This design comes from an exercise in tuning for small area on the open sky130 flow, not from production work. Function was checked by simulation only, so behaviour that the tests miss may differ from the original. Power figures rest on the tool's default switching activity, not on a simulated workload.

==> flow/design.v <==
package concat_requant_pkg;
  localparam int PICTURE_NUM       = 2;
  localparam int SCALE_LATENCY_DEF = 4;
  localparam int SCALE_W           = 32;
  localparam int QUANT_W           = 8;
  function integer lane_idx(input integer j, input integer i);
    lane_idx = j * PICTURE_NUM + i;
  endfunction
endpackage
import concat_requant_pkg::*;
module concat_requant_lane
(
  input  logic [SCALE_W-1:0] scale_data,
  input  logic [4:0]         shift,
  input  logic [7:0]         zero_point,
  output logic [QUANT_W-1:0] quant_data
);
  logic [7:0]  sh1;
  logic        hi;
  logic [7:0]  sum;
  logic [8:0]  carry;
  logic [7:0] coarse_sel;
  logic [3:0] fine_sel;
  logic [11:0] coarse;
  logic [7:0]  grp;
  logic        hi_full;
  logic        hi_part;
  always_comb begin
    for (int m = 0; m < 8; m++) coarse_sel[m] = (shift[4:2] == m);
    for (int n = 0; n < 4; n++) fine_sel[n]   = (shift[1:0] == n);
    for (int i = 0; i < 12; i++) begin
      coarse[i] = 1'b0;
      for (int m = 0; m < 8; m++)
        if (i + 4*m < SCALE_W) coarse[i] = coarse[i] | (coarse_sel[m] & scale_data[i+4*m]);
    end
    for (int b = 0; b < 8; b++) begin
      sh1[b] = 1'b0;
      for (int n = 0; n < 4; n++) sh1[b] = sh1[b] | (fine_sel[n] & coarse[b+n]);
    end
  end
  always_comb begin
    for (int j = 0; j < 8; j++) grp[j] = |scale_data[4*j +: 4];
    hi_full = 1'b0;
    for (int j = 3; j < 8; j++) hi_full = hi_full | (grp[j] & (j >= int'(shift[4:2]) + 3));
    hi_part = 1'b0;
    for (int n = 0; n < 4; n++) hi_part = hi_part | (coarse[8+n] & (n >= int'(shift[1:0])));
  end
  assign hi = hi_full | hi_part;
  assign carry[0] = 1'b0;
  for (genvar b = 0; b < 8; b++) begin : g_add
    assign sum[b]     = sh1[b] ^ zero_point[b] ^ carry[b];
    assign carry[b+1] = (sh1[b] & zero_point[b]) | (carry[b] & (sh1[b] ^ zero_point[b]));
  end
  assign quant_data = (hi || carry[8]) ? 8'hFF : sum;
endmodule
import concat_requant_pkg::*;
module concat_requant
#(
  parameter int RE_CHANNEL_IN_NUM = 16,
  parameter int SCALE_LATENCY     = SCALE_LATENCY_DEF,
  parameter int FIFO_DEPTH        = 8,
  parameter int PIX_CNT_W         = 20
) (
  input  logic                                          clk,
  input  logic                                          rst,
  input  logic                                          Start_In,
  input  logic [PIX_CNT_W-1:0]                          Pixel_Num_In,
  input  logic                                          Data_Valid_In,
  output logic                                          Ready_Out,
  input  logic [PICTURE_NUM*RE_CHANNEL_IN_NUM*SCALE_W-1:0] Scale_Data_In,
  input  logic [4:0]                                    Shift_In,
  input  logic [7:0]                                    Zero_Point_In,
  output logic [PICTURE_NUM*RE_CHANNEL_IN_NUM*QUANT_W-1:0] Quant_Data_Out,
  output logic                                          Quant_Valid_Out,
  input  logic                                          Quant_Ready_In,
  output logic                                          Done_Out,
  output logic                                          Overflow_Out
);
  localparam int LANES = PICTURE_NUM * RE_CHANNEL_IN_NUM;
  localparam int OUT_W = LANES * QUANT_W;
  localparam int PTR_W = $clog2(FIFO_DEPTH);
  localparam int CNT_W = PTR_W + 1;
  localparam int SUM_W = $clog2(FIFO_DEPTH + SCALE_LATENCY + 2) + 1;
  logic [SCALE_LATENCY-1:0] valid_dly;
  logic                     req_valid;
  logic [OUT_W-1:0]         lane_comb;
  logic [OUT_W-1:0]         lane_q;
  logic [OUT_W-1:0]         fifo_mem [FIFO_DEPTH];
  logic [PTR_W-1:0]         wr_ptr;
  logic [PTR_W-1:0]         rd_ptr;
  logic [CNT_W-1:0]         fifo_count;
  logic                     fifo_wr;
  logic                     fifo_rd;
  logic [SUM_W-1:0]         occupancy;
  logic [PIX_CNT_W-1:0]     beats_left;
  for (genvar k = 0; k < LANES; k++) begin : g_lane
    concat_requant_lane u_lane (
      .scale_data (Scale_Data_In[k*SCALE_W +: SCALE_W]),
      .shift      (Shift_In),
      .zero_point (Zero_Point_In),
      .quant_data (lane_comb[k*QUANT_W +: QUANT_W])
    );
  end
  always_ff @(posedge clk) begin
    lane_q <= lane_comb;
  end
  always_ff @(posedge clk or posedge rst) begin
    if (rst) begin
      valid_dly <= '0;
      req_valid <= 1'b0;
    end else begin
      valid_dly <= {valid_dly[SCALE_LATENCY-2:0], Data_Valid_In};
      req_valid <= valid_dly[SCALE_LATENCY-1];
    end
  end
  assign fifo_rd = (fifo_count != '0) && Quant_Ready_In;
  assign fifo_wr = req_valid && ((fifo_count != CNT_W'(FIFO_DEPTH)) || fifo_rd);
  always_ff @(posedge clk or posedge rst) begin
    if (rst) begin
      wr_ptr     <= '0;
      rd_ptr     <= '0;
      fifo_count <= '0;
    end else begin
      if (fifo_wr) wr_ptr <= wr_ptr + PTR_W'(1);
      if (fifo_rd) rd_ptr <= rd_ptr + PTR_W'(1);
      fifo_count <= fifo_count + CNT_W'(fifo_wr) - CNT_W'(fifo_rd);
    end
  end
  always_ff @(posedge clk) begin
    if (fifo_wr) fifo_mem[wr_ptr] <= lane_q;
  end
  always_comb begin
    Quant_Data_Out = '0;
    for (int e = 0; e < FIFO_DEPTH; e++) begin
      Quant_Data_Out = Quant_Data_Out | (fifo_mem[e] & {OUT_W{rd_ptr == PTR_W'(e)}});
    end
  end
  assign Quant_Valid_Out = (fifo_count != '0);
  always_comb begin
    occupancy = SUM_W'(fifo_count) + SUM_W'(req_valid) + SUM_W'(Data_Valid_In);
    for (int i = 0; i < SCALE_LATENCY; i++) begin
      occupancy = occupancy + SUM_W'(valid_dly[i]);
    end
  end
  always_ff @(posedge clk or posedge rst) begin
    if (rst) Ready_Out <= 1'b0;
    else     Ready_Out <= (occupancy < SUM_W'(FIFO_DEPTH));
  end
  always_ff @(posedge clk or posedge rst) begin
    if (rst) begin
      beats_left   <= '0;
      Done_Out     <= 1'b0;
      Overflow_Out <= 1'b0;
    end else begin
      Done_Out <= 1'b0;
      if (Start_In) begin
        beats_left   <= Pixel_Num_In;
        Overflow_Out <= 1'b0;
      end else begin
        if (Data_Valid_In && !Ready_Out) Overflow_Out <= 1'b1;
        if (fifo_rd && (beats_left != '0)) begin
          beats_left <= beats_left - PIX_CNT_W'(1);
          if (beats_left == PIX_CNT_W'(1)) Done_Out <= 1'b1;
        end
      end
    end
  end
endmodule
==> flow/config.mk <==
export PLATFORM = sky130hd
export DESIGN_NAME = concat_requant
export DESIGN_NICKNAME = concat_requant
export VERILOG_FILES = /design/flow/design.v
export SDC_FILE = /design/flow/constraint.sdc
export NUM_CORES = 4
export LEC_CHECK = 0
export CAP_MARGIN = 10
export CELL_PAD_IN_SITES_DETAIL_PLACEMENT = 1
export CELL_PAD_IN_SITES_GLOBAL_PLACEMENT = 1
export CORE_MARGIN = 2
export CORE_UTILIZATION = 40
export PLACE_DENSITY = 0.45
export SLEW_MARGIN = 10
==> flow/constraint.sdc <==
create_clock -name core_clock -period 8.0 [get_ports {clk}]
set_input_delay 1.6000 -clock core_clock [delete_from_list [all_inputs] [get_ports {clk}]]
set_output_delay 1.6000 -clock core_clock [all_outputs]
set_load 0.01 [all_outputs]
standard.sh (not shown) runs the stock make flow with config.mk's settings and CLKGATE_MAP_FILE= SYNTH_SCRIPT=/design/flow/synth_recipe.tcl, a recipe that flattens the netlist after the stock synthesis.
==> flow/flow/run.sh <==
#!/bin/bash
# Own layout flow: the standard ORFS flow (standard.sh) with three changes.
#  1. Synthesis is synth_recipe.tcl unchanged, except that ORFS's synth.tcl maps
#     the combinational logic with an area-oriented ABC script
#     (flow/abc_area_nf.script). ABC does not touch registers, so they keep
#     the standard synthesis's names and cell types.
#  2. Port buffers use sky130_fd_sc_hd__buf_1 (every port still gets one).
#  3. CTS: clkbuf_16 sink clusters of up to 18 registers, no dummy loads.
# Everything else (floorplan, power grid, placement, routing) is standard.sh's
# make run. Logs: flow_make.log here, ORFS logs under orfs/logs.
set -euo pipefail
W=$(pwd)
F=$W/flow

awk -v a="$F/abc_area_nf.script" '{print} /^source \$::env\(SCRIPTS_DIR\)\/synth_preamble.tcl/ {print "set abc_args [lreplace $abc_args 1 1 " a "]"}' \
  "$FLOW_HOME/scripts/synth.tcl" > "$W/own_synth_core.tcl"
grep -q 'lreplace \$abc_args' "$W/own_synth_core.tcl"
sed "s|source \$::env(SCRIPTS_DIR)/synth.tcl|source $W/own_synth_core.tcl|" "$W/synth_recipe.tcl" > "$W/own_synth.tcl"
grep -q own_synth_core "$W/own_synth.tcl"

CTS="-sink_clustering_enable -repair_clock_nets -dont_use_dummy_load -buf_list sky130_fd_sc_hd__clkbuf_16 -sink_clustering_size 18 -sink_clustering_max_diameter 120"
sed -e "s|SYNTH_SCRIPT=[^ ]*|SYNTH_SCRIPT=$W/own_synth.tcl 'BUFFER_PORTS_ARGS=-buffer_cell sky130_fd_sc_hd__buf_1' 'CTS_ARGS=$CTS'|" \
  "$W/standard.sh" > "$W/own_standard.sh"
grep -q own_synth.tcl "$W/own_standard.sh"

bash "$W/own_standard.sh" finish > "$W/flow_make.log" 2>&1
==> flow/flow/abc_area_nf.script <==
strash
&get -n
&fraig -x
&put
scorr
dc2
strash
&get -n
&dch -f
&nf -R 1000
&put
Then changed:
--- a/flow/flow/run.sh
+++ b/flow/flow/run.sh
@@ -6,5 +6,5 @@
 #     the standard synthesis's names and cell types.
 #  2. Port buffers use sky130_fd_sc_hd__buf_1 (every port still gets one).
-#  3. CTS: clkbuf_16 sink clusters of up to 18 registers, no dummy loads.
+#  3. CTS: clkbuf_16 sink clusters of up to 25 registers, no dummy loads.
 # Everything else (floorplan, power grid, placement, routing) is standard.sh's
 # make run. Logs: flow_make.log here, ORFS logs under orfs/logs.
@@ -19,5 +19,5 @@
 grep -q own_synth_core "$W/own_synth.tcl"
 
-CTS="-sink_clustering_enable -repair_clock_nets -dont_use_dummy_load -buf_list sky130_fd_sc_hd__clkbuf_16 -sink_clustering_size 18 -sink_clustering_max_diameter 120"
+CTS="-sink_clustering_enable -repair_clock_nets -dont_use_dummy_load -buf_list sky130_fd_sc_hd__clkbuf_16 -sink_clustering_size 25 -sink_clustering_max_diameter 150"
 sed -e "s|SYNTH_SCRIPT=[^ ]*|SYNTH_SCRIPT=$W/own_synth.tcl 'BUFFER_PORTS_ARGS=-buffer_cell sky130_fd_sc_hd__buf_1' 'CTS_ARGS=$CTS'|" \
   "$W/standard.sh" > "$W/own_standard.sh"
Effect:
- routed wire length decreases by 0.32%
- design area shrinks by 0.99%
- clock power decreases by 17%
- combinational power stays flat
- worst setup slack gains 0.061 ns
- non-clock buffer count does not change
- sequential share of layout area is higher by 0.57 points

==> separate check: timing with driven ports <==
How much do the figures lean on ideal ports? The routed layouts below were timed once more, with nothing changed but the port constraints. Step 1 (the two cells are an assumption about what drives the block):
set clk [get_ports {clk}]
set_driving_cell -lib_cell sky130_fd_sc_hd__clkbuf_16 $clk
set_driving_cell -lib_cell sky130_fd_sc_hd__buf_2 [delete_from_list [all_inputs] $clk]
Step 2, shift: input delay + t, output delay - t, t = (earliest + latest rising clock arrival at the registers) / 2. This alone moves slack from input paths to output paths. Three values: no drivers, after step 1, after step 2; two values: the first two.
| run | t (ns) | setup WS [ns] | hold slack, ns | latest minus earliest clock arrival (ns) | pins driven straight from the clock port |
|---|---|---|---|---|---|
| the first run | 0.908 | 0.663 / 0.747 / -0.162 | 0.390 / 0.390 / 0.390 | 0.106 / 0.107 | 1 |
| the second run | 0.874 | 0.724 / 0.793 / -0.081 | 0.399 / 0.399 / 0.399 | 0.078 / 0.078 | 1 |
Met with ideal ports but missed after step 2: setup timing in the first run and the second run. For the first run, which loses most, drivers alone change the setup slack by +0.084 ns; drivers and shift together by -0.825 ns.
